What follows belongs to an exercise in optimizing a design on an open flow for small area, a short achievable clock period and few clock cycles; a production flow would make more cautious choices.
Where RTL was checked, it was by simulation tests only, not by an equivalence proof against the original.

== before ==
==> flow/design.v (excerpt) <==
module fp_pow_int #(
    parameter int unsigned NBITS = 8
) (
    input  logic             CLK,
    input  logic             RST,
    input  logic             start,
    input  logic [31:0]      X,
    input  logic [NBITS-1:0] N,
    output logic             busy,
    output logic             done,
    output logic [31:0]      result,
    output logic             overflow,
    output logic             underflow
);
    logic [31:0]      acc, base, opa;
    logic [NBITS-1:0] e;
    logic             acc_one;
    logic             do_mul, to_mul;
    logic [31:0]      prod, x_canon, fold;
    logic             p_ovf, p_unf;
    logic             b_pzero, b_pinf, b_nan, b_fixed;
    logic             a_nan, a_inf, a_zero;
    logic [NBITS-1:0] e_sh;
    assign result = acc;
    always_comb begin
        if ((&X[30:23]) & (|X[22:0]))  x_canon = 32'h7FC0_0000;
        else if (~(|X[30:23]))         x_canon = {X[31], 31'd0};
        else                           x_canon = X;
    end
    mult u_mult (
        .a         (opa),
        .b         (base),
        .product   (prod),
        .overflow  (p_ovf),
        .underflow (p_unf)
    );
    assign b_pzero = (base == 32'h0000_0000);
    assign b_pinf  = (base == 32'h7F80_0000);
    assign b_nan   = (base == 32'h7FC0_0000);
    assign b_fixed = b_pzero | b_pinf | b_nan;
    assign a_nan   = (&acc[30:23]) & (|acc[22:0]);
    assign a_inf   = (&acc[30:23]) & ~(|acc[22:0]);
    assign a_zero  = ~(|acc[30:23]);
    always_comb begin
  ...
For scale: ~3,100 cells after synthesis, about 110 flip-flops, about 79 I/O pins.
==> module fp_pow_int, before the edit <==
module fp_pow_int #(
    parameter int unsigned NBITS = 8
) (
    input  logic             CLK,
    input  logic             RST,
    input  logic             start,
    input  logic [31:0]      X,
    input  logic [NBITS-1:0] N,
    output logic             busy,
    output logic             done,
    output logic [31:0]      result,
    output logic             overflow,
    output logic             underflow
);
    logic [31:0]      acc, base, opa;
    logic [NBITS-1:0] e;
    logic             acc_one;
    logic             do_mul, to_mul;
    logic [31:0]      prod, x_canon, fold;
    logic             p_ovf, p_unf;
    logic             b_pzero, b_pinf, b_nan, b_fixed;
    logic             a_nan, a_inf, a_zero;
    logic [NBITS-1:0] e_sh;
    assign result = acc;
    always_comb begin
        if ((&X[30:23]) & (|X[22:0]))  x_canon = 32'h7FC0_0000;
        else if (~(|X[30:23]))         x_canon = {X[31], 31'd0};
        else                           x_canon = X;
    end
    mult u_mult (
        .a         (opa),
        .b         (base),
        .product   (prod),
        .overflow  (p_ovf),
        .underflow (p_unf)
    );
    assign b_pzero = (base == 32'h0000_0000);
    assign b_pinf  = (base == 32'h7F80_0000);
    assign b_nan   = (base == 32'h7FC0_0000);
    assign b_fixed = b_pzero | b_pinf | b_nan;
    assign a_nan   = (&acc[30:23]) & (|acc[22:0]);
    assign a_inf   = (&acc[30:23]) & ~(|acc[22:0]);
    assign a_zero  = ~(|acc[30:23]);
    always_comb begin
        if (b_nan || a_nan || (b_pinf && a_zero) || (b_pzero && a_inf)) fold = 32'h7FC0_0000;
        else if (b_pinf)                                                 fold = {acc[31], 8'hFF, 23'd0};
        else                                                             fold = {acc[31], 31'd0};
    end
    assign do_mul = e[0] & ~acc_one;
    assign e_sh   = e >> 1;
    assign to_mul = e_sh[0] & ~acc_one;
    always_ff @(posedge CLK or negedge RST) begin
        if (!RST) begin
            acc       <= fp_pkg::FP_ZERO;
            busy      <= 1'b0;
            done      <= 1'b0;
            overflow  <= 1'b0;
            underflow <= 1'b0;
        end else begin
            done <= 1'b0;
            if (!busy && !done) begin
                if (start) begin
                    acc       <= N[0] ? x_canon : fp_pkg::FP_ONE;
                    overflow  <= 1'b0;
                    underflow <= 1'b0;
                    if ((N >> 1) == '0) done <= 1'b1;
                    else                 busy <= 1'b1;
                end
            end else if (busy) begin
                if (b_fixed) begin
                    acc  <= acc_one ? base : fold;
                    busy <= 1'b0;
                    done <= 1'b1;
                end else begin
                    overflow  <= overflow | p_ovf;
                    underflow <= underflow | p_unf;
                    if (do_mul) begin
                        acc <= prod;
                        if (e_sh == '0) begin
                            busy <= 1'b0;
                            done <= 1'b1;
                        end
                    end else if (acc_one && e_sh[0]) begin
                        acc <= prod;
                        if ((e_sh >> 1) == '0) begin
                            busy <= 1'b0;
                            done <= 1'b1;
                        end
                    end
                end
            end
        end
    end
    always_ff @(posedge CLK) begin
        if (!busy) begin
            base    <= x_canon;
            opa     <= x_canon;
            e       <= {N[NBITS-1:1], 1'b0};
            acc_one <= ~N[0];
        end else if (do_mul) begin
            opa  <= base;
            e[0] <= 1'b0;
        end else begin
            base <= prod;
            opa  <= to_mul ? acc : prod;
            if (acc_one && e_sh[0]) begin
                e       <= {e_sh[NBITS-1:1], 1'b0};
                acc_one <= 1'b0;
            end else begin
                e <= e_sh;
            end
        end
    end
endmodule
export LEC_CHECK = 0
export ABC_AREA = 1
export CAP_MARGIN = 20
export CORE_MARGIN = 2
export CORE_UTILIZATION = 40
export SLEW_MARGIN = 20
export SYNTH_HIERARCHICAL = 1
create_clock -name core_clock -period 14.0 [get_ports {CLK}]
standard.sh (not shown) runs the stock make flow with config.mk's settings and CLKGATE_MAP_FILE= SYNTH_SCRIPT=/design/flow/synth_recipe.tcl, a recipe that flattens the netlist after the stock synthesis.
==> flow/flow/run.sh <==
#!/bin/bash
# The standard layout, with timing repair (after clock tree synthesis and after
# global routing) aiming at a setup slack of SETUP_SLACK_MARGIN ns instead of 0.
# The clock period and constraints are the standard flow's, unchanged.
set -euo pipefail
bash standard.sh SETUP_SLACK_MARGIN=6 finish > layout.log 2>&1
before: flow completed, timing, DRC and antenna clean
Testbench counts of before, summed over its fixed seeds: cycles 99,639.
--- input diff before..after ---
--- a/flow/design.v
+++ b/flow/design.v
@@ -1735,7 +1735,7 @@
     output logic             overflow,
     output logic             underflow
 );
-    logic [31:0]      acc, base, opa;
+    logic [31:0]      acc, base, opa, opb;
     logic [NBITS-1:0] e;
     logic             acc_one;
     logic             do_mul, to_mul;
@@ -1752,7 +1752,7 @@
     end
     mult u_mult (
         .a         (opa),
-        .b         (base),
+        .b         (opb),
         .product   (prod),
         .overflow  (p_ovf),
         .underflow (p_unf)
@@ -1818,13 +1818,17 @@
         if (!busy) begin
             base    <= x_canon;
             opa     <= x_canon;
+            opb     <= x_canon;
             e       <= {N[NBITS-1:1], 1'b0};
             acc_one <= ~N[0];
         end else if (do_mul) begin
+            base <= opb;
             opa  <= base;
+            opb  <= base;
             e[0] <= 1'b0;
         end else begin
             base <= prod;
+            opb  <= prod;
             opa  <= to_mul ? acc : prod;
             if (acc_one && e_sh[0]) begin
                 e       <= {e_sh[NBITS-1:1], 1'b0};
### Flow results
Looking at total number of tap cells, after sits above before. For the clock-buffer cell count, after came in 15 higher than before did. Taking before as the reference point, the count of plain and timing-repair buffers of after falls by 10. Of before and after, the higher die extent in x belongs to after. In the reports for before and after, the smaller clock sink count belongs to before. Register-to-register slack for after is lower than for before. | design area | after vs before | worse |.
Only the layout flow was run in after; the RTL was not checked for function there.

RTL: one of the versions met above, not the one the previous note started from.
Size: about 3300 cells after synthesis, roughly 79 I/O pins, about 26000 sq um of cells after synthesis.
==> module fp_pow_int, before the edit <==
module fp_pow_int #(
    parameter int unsigned NBITS = 8
) (
    input  logic             CLK,
    input  logic             RST,
    input  logic             start,
    input  logic [31:0]      X,
    input  logic [NBITS-1:0] N,
    output logic             busy,
    output logic             done,
    output logic [31:0]      result,
    output logic             overflow,
    output logic             underflow
);
    logic [31:0]      acc, base, opa, opb;
    logic [NBITS-1:0] e;
    logic             acc_one;
    logic             do_mul, to_mul;
    logic [31:0]      prod, x_canon, fold;
    logic             p_ovf, p_unf;
    logic             b_pzero, b_pinf, b_nan, b_fixed;
    logic             a_nan, a_inf, a_zero;
    logic [NBITS-1:0] e_sh;
    assign result = acc;
    always_comb begin
        if ((&X[30:23]) & (|X[22:0]))  x_canon = 32'h7FC0_0000;
        else if (~(|X[30:23]))         x_canon = {X[31], 31'd0};
        else                           x_canon = X;
    end
    mult u_mult (
        .a         (opa),
        .b         (opb),
        .product   (prod),
        .overflow  (p_ovf),
        .underflow (p_unf)
    );
    assign b_pzero = (base == 32'h0000_0000);
    assign b_pinf  = (base == 32'h7F80_0000);
    assign b_nan   = (base == 32'h7FC0_0000);
    assign b_fixed = b_pzero | b_pinf | b_nan;
    assign a_nan   = (&acc[30:23]) & (|acc[22:0]);
    assign a_inf   = (&acc[30:23]) & ~(|acc[22:0]);
    assign a_zero  = ~(|acc[30:23]);
    always_comb begin
        if (b_nan || a_nan || (b_pinf && a_zero) || (b_pzero && a_inf)) fold = 32'h7FC0_0000;
        else if (b_pinf)                                                 fold = {acc[31], 8'hFF, 23'd0};
        else                                                             fold = {acc[31], 31'd0};
    end
    assign do_mul = e[0] & ~acc_one;
    assign e_sh   = e >> 1;
    assign to_mul = e_sh[0] & ~acc_one;
    always_ff @(posedge CLK or negedge RST) begin
        if (!RST) begin
            acc       <= fp_pkg::FP_ZERO;
            busy      <= 1'b0;
            done      <= 1'b0;
            overflow  <= 1'b0;
            underflow <= 1'b0;
        end else begin
            done <= 1'b0;
            if (!busy && !done) begin
                if (start) begin
                    acc       <= N[0] ? x_canon : fp_pkg::FP_ONE;
                    overflow  <= 1'b0;
                    underflow <= 1'b0;
                    if ((N >> 1) == '0) done <= 1'b1;
                    else                 busy <= 1'b1;
                end
            end else if (busy) begin
                if (b_fixed) begin
                    acc  <= acc_one ? base : fold;
                    busy <= 1'b0;
                    done <= 1'b1;
                end else begin
                    overflow  <= overflow | p_ovf;
                    underflow <= underflow | p_unf;
                    if (do_mul) begin
                        acc <= prod;
                        if (e_sh == '0) begin
                            busy <= 1'b0;
                            done <= 1'b1;
                        end
                    end else if (acc_one && e_sh[0]) begin
                        acc <= prod;
                        if ((e_sh >> 1) == '0) begin
                            busy <= 1'b0;
                            done <= 1'b1;
                        end
                    end
                end
            end
        end
    end
    always_ff @(posedge CLK) begin
        if (!busy) begin
            base    <= x_canon;
            opa     <= x_canon;
            opb     <= x_canon;
            e       <= {N[NBITS-1:1], 1'b0};
            acc_one <= ~N[0];
        end else if (do_mul) begin
            base <= opb;
            opa  <= base;
            opb  <= base;
            e[0] <= 1'b0;
        end else begin
            base <= prod;
            opb  <= prod;
            opa  <= to_mul ? acc : prod;
            if (acc_one && e_sh[0]) begin
                e       <= {e_sh[NBITS-1:1], 1'b0};
                acc_one <= 1'b0;
            end else begin
                e <= e_sh;
            end
        end
    end
endmodule
==> flow/config.mk <==
export PLATFORM = sky130hd
export DESIGN_NAME = fp_pow_int
export DESIGN_NICKNAME = fp_pow_int
export VERILOG_FILES = /design/flow/design.v
export SDC_FILE = /design/flow/constraint.sdc
export NUM_CORES = 4
export LEC_CHECK = 0
export ABC_AREA = 1
export CAP_MARGIN = 20
export CORE_MARGIN = 2
export CORE_UTILIZATION = 40
export SLEW_MARGIN = 20
export SYNTH_HIERARCHICAL = 1
==> flow/constraint.sdc <==
create_clock -name core_clock -period 14.0 [get_ports {CLK}]
set_input_delay 2.8000 -clock core_clock [delete_from_list [all_inputs] [get_ports {CLK}]]
set_output_delay 2.8000 -clock core_clock [all_outputs]
set_load 0.01 [all_outputs]
==> flow/flow/run.sh <==
#!/bin/bash
# The standard layout, with timing repair (after clock tree synthesis and after
# global routing) aiming at a setup slack of SETUP_SLACK_MARGIN ns instead of 0.
# The clock period and constraints are the standard flow's, unchanged.
set -euo pipefail
bash standard.sh SETUP_SLACK_MARGIN=6.5 finish > layout.log 2>&1
The first run produced a clean layout.
Rerun with:
--- a/flow/design.v
+++ b/flow/design.v
@@ -1734,9 +1734,9 @@
     output logic [31:0]      result,
     output logic             overflow,
     output logic             underflow
 );
-    logic [31:0]      acc, base, opa, opb;
+    logic [31:0]      acc, base, opa;
     logic [NBITS-1:0] e;
     logic             acc_one;
     logic             do_mul, to_mul;
     logic [31:0]      prod, x_canon, fold;
@@ -1751,9 +1751,9 @@
         else                           x_canon = X;
     end
     mult u_mult (
         .a         (opa),
-        .b         (opb),
+        .b         (base),
         .product   (prod),
         .overflow  (p_ovf),
         .underflow (p_unf)
     );
@@ -1817,19 +1817,15 @@
     always_ff @(posedge CLK) begin
         if (!busy) begin
             base    <= x_canon;
             opa     <= x_canon;
-            opb     <= x_canon;
             e       <= {N[NBITS-1:1], 1'b0};
             acc_one <= ~N[0];
         end else if (do_mul) begin
-            base <= opb;
             opa  <= base;
-            opb  <= base;
             e[0] <= 1'b0;
         end else begin
             base <= prod;
-            opb  <= prod;
             opa  <= to_mul ? acc : prod;
             if (acc_one && e_sh[0]) begin
                 e       <= {e_sh[NBITS-1:1], 1'b0};
                 acc_one <= 1'b0;
After rerunning: The new run passed the timing, design-rule and antenna checks. Setup slack gets better by 31 ps. Utilization came out lower by 0.84 points. Routed wire length came out lower by 7.4%. Die area came out lower by 3.4%. Clock skew came out lower by 4.1 ps. Design area came out lower by about 4.5%. Critical path depth came out higher by 7. Worst hold slack gets better by 100 ps. Via count came out lower by about 5.5%. Fmax came out higher by 0.42%. Area after synthesis came out lower by 3.5%. Register-to-register slack gets better by 30 ps.
Testbench counts after the change, summed over its fixed seeds: cycles 99,639.
The RTL of the first run of this note was laid out without a check of its function.

static timing again, ports no longer ideal:
How much do the figures lean on ideal ports? The routed layouts below were timed once more, with nothing changed but the port constraints.
Step 1, drivers: a clkbuf_16 drives CLK and a buf_2 each remaining input, both assumed.
Step 2 times the ports against the registers' clock, not the clock port: input delays grow and output delays shrink by t, the midpoint of the rising clock arrivals with the driver on.
Slacks: ideal ports / drivers / drivers and shift; pairs: ideal ports / drivers.
run	t, ns	slack for setup (ns)	clock arrival spread, ns	worst register clock-pin slew, ns
before	0.397	6.355 / 6.355 / 6.355	0.013 / 0.013	0.08 / 0.08
after	0.468	6.266 / 6.266 / 6.266	0.016 / 0.016	0.07 / 0.07
the first run of note 2	0.471	6.625 / 6.625 / 6.625	0.015 / 0.015	0.07 / 0.07
the second run of note 2	0.400	6.655 / 6.655 / 6.655	0.011 / 0.011	0.08 / 0.08
After both steps setup and hold are still met in every run listed.
